Source: an optimization exercise on an open RTL-to-GDS flow (aim: small area). Production flows keep margins and buffers that such runs may drop.
The RTL was checked by simulation tests, not by an equivalence proof against the original design.
Power figures rest on the tool's default switching activity, not on a simulated workload. The clock port is modelled as an ideal driver; clocking choices that lean on that would not hold on a real chip.

Setup of north:
## hog_block_gen
module hog_block_gen #(
  parameter int FEA_I     = 4,
  parameter int FEA_F     = 28,
  parameter int CELL_COLS = 8,
  parameter int CELL_ROWS = 16,
  parameter int BID_W     = 13
) (
  input  logic                         clk,
  input  logic                         rst,
  input  logic [9*(FEA_I+FEA_F)-1:0]   i_cell,
  input  logic                         i_valid,
  input  logic                         i_sof,
  output logic [9*(FEA_I+FEA_F)-1:0]   fea_a,
  output logic [9*(FEA_I+FEA_F)-1:0]   fea_b,
  output logic [9*(FEA_I+FEA_F)-1:0]   fea_c,
  output logic [9*(FEA_I+FEA_F)-1:0]   fea_d,
  output logic                         o_valid,
  output logic                         o_eof
);
==> flow/config.mk <==
export PLATFORM = sky130hd
export DESIGN_NAME = hog_block_gen
export DESIGN_NICKNAME = hog_block_gen
export VERILOG_FILES = /design/flow/design.v
export SDC_FILE = /design/flow/constraint.sdc
export NUM_CORES = 4
export LEC_CHECK = 0
export CAP_MARGIN = 20
export CORE_MARGIN = 2
export CORE_UTILIZATION = 40
export SLEW_MARGIN = 20
==> flow/constraint.sdc <==
create_clock -name core_clock -period 5.0 [get_ports {clk}]
set_input_delay 1.0000 -clock core_clock [delete_from_list [all_inputs] [get_ports {clk}]]
set_output_delay 1.0000 -clock core_clock [all_outputs]
set_load 0.01 [all_outputs]
standard.sh (not shown) runs the stock make flow with config.mk's settings and CLKGATE_MAP_FILE= SYNTH_SCRIPT=/design/flow/synth_recipe.tcl, a recipe that flattens the netlist after the stock synthesis.
==> flow/flow/run.sh <==
#!/bin/bash
# Own layout flow: the standard synthesis and layout, with two changes to how
# the layout is made: the port buffers are the smallest buffer (buf_1), and clock
# tree synthesis uses small clock buffers and inserts no dummy loads.
# Each step's full output goes to a log file in the work folder.
set -euo pipefail
PORT_BUF="BUFFER_PORTS_ARGS=-buffer_cell sky130_fd_sc_hd__buf_1"
CTS="CTS_ARGS=-sink_clustering_enable -repair_clock_nets -dont_use_dummy_load -buf_list {sky130_fd_sc_hd__clkbuf_4}"
bash standard.sh synth > synth.log 2>&1
bash standard.sh "$PORT_BUF" "$CTS" finish > layout.log 2>&1
[inputs] south vs north
Settings: a change of CAP_MARGIN from 20 to 0; a change of SLEW_MARGIN from 20 to 0.
==> flow/flow/run.sh <==
#!/bin/bash
# Own layout flow: the standard synthesis and layout, with two changes to how
# the layout is made: the port buffers are the smallest buffer (buf_1), and clock
# tree synthesis uses larger sink clusters and inserts no dummy loads.
# Each step's full output goes to a log file in the work folder.
set -euo pipefail
PORT_BUF="BUFFER_PORTS_ARGS=-buffer_cell sky130_fd_sc_hd__buf_1"
CTS="CTS_ARGS=-sink_clustering_enable -repair_clock_nets -dont_use_dummy_load -buf_list {sky130_fd_sc_hd__clkbuf_16} -sink_clustering_size 30 -sink_clustering_max_diameter 120"
bash standard.sh synth > synth.log 2>&1
bash standard.sh "$PORT_BUF" "$CTS" finish > layout.log 2>&1
Sequential share of layout area (higher): south
Reg2reg setup slack sits higher in south than in north.
Routability-driven placement congestion ratio: north vs south identical
Global-route wire length before repair came out lower on south than on north.
Summary: count of routing violations after the opening detailed-route iteration, south worse than north
Across both runs, clock transition at the registers of the reported paths was higher for south than for north.
Higher cell area among south and north: north
In the final design statistics, south uses fewer standard cells in total than north.
--- input diff south..east ---
Settings: a change of CAP_MARGIN from 0 to 20; a change of SLEW_MARGIN from 0 to 20.
==> flow/run.sh (new file) <==
#!/bin/bash
# synth_recipe.tcl (not shown) runs the flow's synth.tcl, then flattens the netlist and writes it again
# the make line also repeats each setting of config.mk as NAME=value (left out here)
make -C /OpenROAD-flow-scripts/flow DESIGN_CONFIG=/design/flow/config.mk WORK_HOME=/design/flow/orfs CLKGATE_MAP_FILE= SYNTH_SCRIPT=/design/flow/synth_recipe.tcl finish
removed: flow/flow/run.sh
removed: flow/standard.sh
## What came out
- east against south: clock network power now sits higher; clock tree buffer count of the final layout rose by 350; multi-input gate area in the final layout flat; design area saw an increase; number of global-route vias before repair climbed 3,202.
- Taking east over south, the first-pass GRT wire length ratio works out to 1.08.
- Looking at number of levels the H-tree was split into across south and east, the one that comes out higher is east.
## Diff of input files: west against east
Settings: PLACE_DENSITY newly set to 0.75.
==> flow/flow/run.sh (new file) <==
#!/bin/bash
# Own layout flow: the standard synthesis and layout, with two changes to how
# the layout is made: the port buffers are the smallest buffer (buf_1), and clock
# tree synthesis uses larger sink clusters and inserts no dummy loads.
# Each step's full output goes to a log file in the work folder.
set -euo pipefail
PORT_BUF="BUFFER_PORTS_ARGS=-buffer_cell sky130_fd_sc_hd__buf_1"
CTS="CTS_ARGS=-sink_clustering_enable -repair_clock_nets -dont_use_dummy_load -buf_list {sky130_fd_sc_hd__clkbuf_16} -sink_clustering_size 30 -sink_clustering_max_diameter 120"
bash standard.sh synth > synth.log 2>&1
bash standard.sh "$PORT_BUF" "$CTS" finish > layout.log 2>&1
==> flow/standard.sh (new file) <==
#!/bin/bash
# synth_recipe.tcl (not shown) runs the flow's synth.tcl, then flattens the netlist and writes it again
# the make line also repeats each setting of config.mk as NAME=value (left out here)
make -C /OpenROAD-flow-scripts/flow DESIGN_CONFIG=/design/flow/config.mk WORK_HOME=/design/flow/orfs CLKGATE_MAP_FILE= SYNTH_SCRIPT=/design/flow/synth_recipe.tcl "${@:-finish}"
removed: flow/run.sh
Findings:
west: final core area utilization is 7.4 points lower than what east reported.
west completed; timing, DRC and antenna clean
Compared with east, in west routed wire length now sits lower; first-pass GRT wire length -about 9%; total power draw now sits lower.

* * *

## run 1
Starting RTL as in the previous note.
==> flow/config.mk <==
export PLATFORM = sky130hd
export DESIGN_NAME = hog_block_gen
export DESIGN_NICKNAME = hog_block_gen
export VERILOG_FILES = /design/flow/design.v
export SDC_FILE = /design/flow/constraint.sdc
export NUM_CORES = 4
export LEC_CHECK = 0
export CAP_MARGIN = 20
export CORE_MARGIN = 2
export CORE_UTILIZATION = 40
export SLEW_MARGIN = 20
==> flow/constraint.sdc <==
create_clock -name core_clock -period 5.0 [get_ports {clk}]
set_input_delay 1.0000 -clock core_clock [delete_from_list [all_inputs] [get_ports {clk}]]
set_output_delay 1.0000 -clock core_clock [all_outputs]
set_load 0.01 [all_outputs]
==> flow/flow/run.sh <==
#!/bin/bash
# Own layout flow: the standard synthesis and layout, with two changes to how
# the layout is made: the port buffers are the smallest buffer (buf_1), and clock
# tree synthesis uses larger sink clusters and inserts no dummy loads.
# Each step's full output goes to a log file in the work folder.
set -euo pipefail
PORT_BUF="BUFFER_PORTS_ARGS=-buffer_cell sky130_fd_sc_hd__buf_1"
CTS="CTS_ARGS=-sink_clustering_enable -repair_clock_nets -dont_use_dummy_load -buf_list {sky130_fd_sc_hd__clkbuf_16} -sink_clustering_size 30 -sink_clustering_max_diameter 120"
bash standard.sh synth > synth.log 2>&1
bash standard.sh "$PORT_BUF" "$CTS" finish > layout.log 2>&1
Input changes introduced in run 2 (baseline for comparison: run 1):
- a change of SLEW_MARGIN from 20 to 0
- a change of CAP_MARGIN from 20 to 0
- an added PLACE_DENSITY of 0.85
Notes after the runs:
- Shortest clock period the worst path allows after layout is lower on run 1
- Summary of run 2 over run 1: relative area of clock buffers and inverters in the final design shows no meaningful change; setup slack shows a reduction of 3.0 ps; total met3 wirelength after detailed routing shows an increase of about 14%; post-CTS resize count shows no meaningful change; count of cell instances traversed by the critical path shows no meaningful change.
- Compared with run 1, via count in run 2 increased by a few percent.
- x[77] as the source of the critical timing path was reported by run 1, and chain[279] by run 2.
- Diff run 1..run 2 | multi-input gate share of total cell area | negligible
- Status: cell area after layout parity (run 2, run 1)
- Delta (run 2 minus run 1): period utilization level, final cell count without fillers held steady.

-- separate check: timing with driven ports --
The results above use ideal ports. As a check the final layouts listed here were re-extracted and re-timed, cells and wires unchanged.
Step 1 (the two cells are an assumption about what drives the block):
set clk [get_ports {clk}]
set_driving_cell -lib_cell sky130_fd_sc_hd__clkbuf_16 $clk
set_driving_cell -lib_cell sky130_fd_sc_hd__buf_2 [delete_from_list [all_inputs] $clk]
Step 2 adds t to the input delays and takes it off the output delays; t is the mean of the earliest and latest rising clock arrival at the registers after step 1. Input paths then give back, and output paths get back, about the clock's delay inside the block.
a / b / c = no drivers / after step 1 / after step 2; a / b = the first two.
run | t, ns | setup slack, ns | hold WS [ns] | clock arrival spread, ns | pins driven straight from the clock port
north | 1.371 | 1.657 / 1.574 / 1.569 | 0.237 / 0.175 / 0.339 | 0.229 / 0.230 | 1
south | 0.830 | 2.160 / 2.073 / 2.101 | 0.284 / 0.222 / 0.406 | 0.112 / 0.111 | 1
east | 0.964 | 1.545 / 1.454 / 1.661 | 0.412 / 0.412 / 0.412 | 0.089 / 0.089 | 1
west | 0.829 | 2.176 / 2.085 / 2.356 | 0.266 / 0.198 / 0.330 | 0.160 / 0.160 | 1
run 1 | 0.831 | 2.169 / 2.081 / 2.104 | 0.283 / 0.218 / 0.405 | 0.112 / 0.112 | 1
run 2 | 0.820 | 2.166 / 2.078 / 2.189 | 0.276 / 0.221 / 0.367 | 0.146 / 0.146 | 1
After both steps every run listed still meets setup and hold. For north, which loses most, drivers alone change the setup slack by -0.083 ns; drivers and shift together by -0.088 ns.
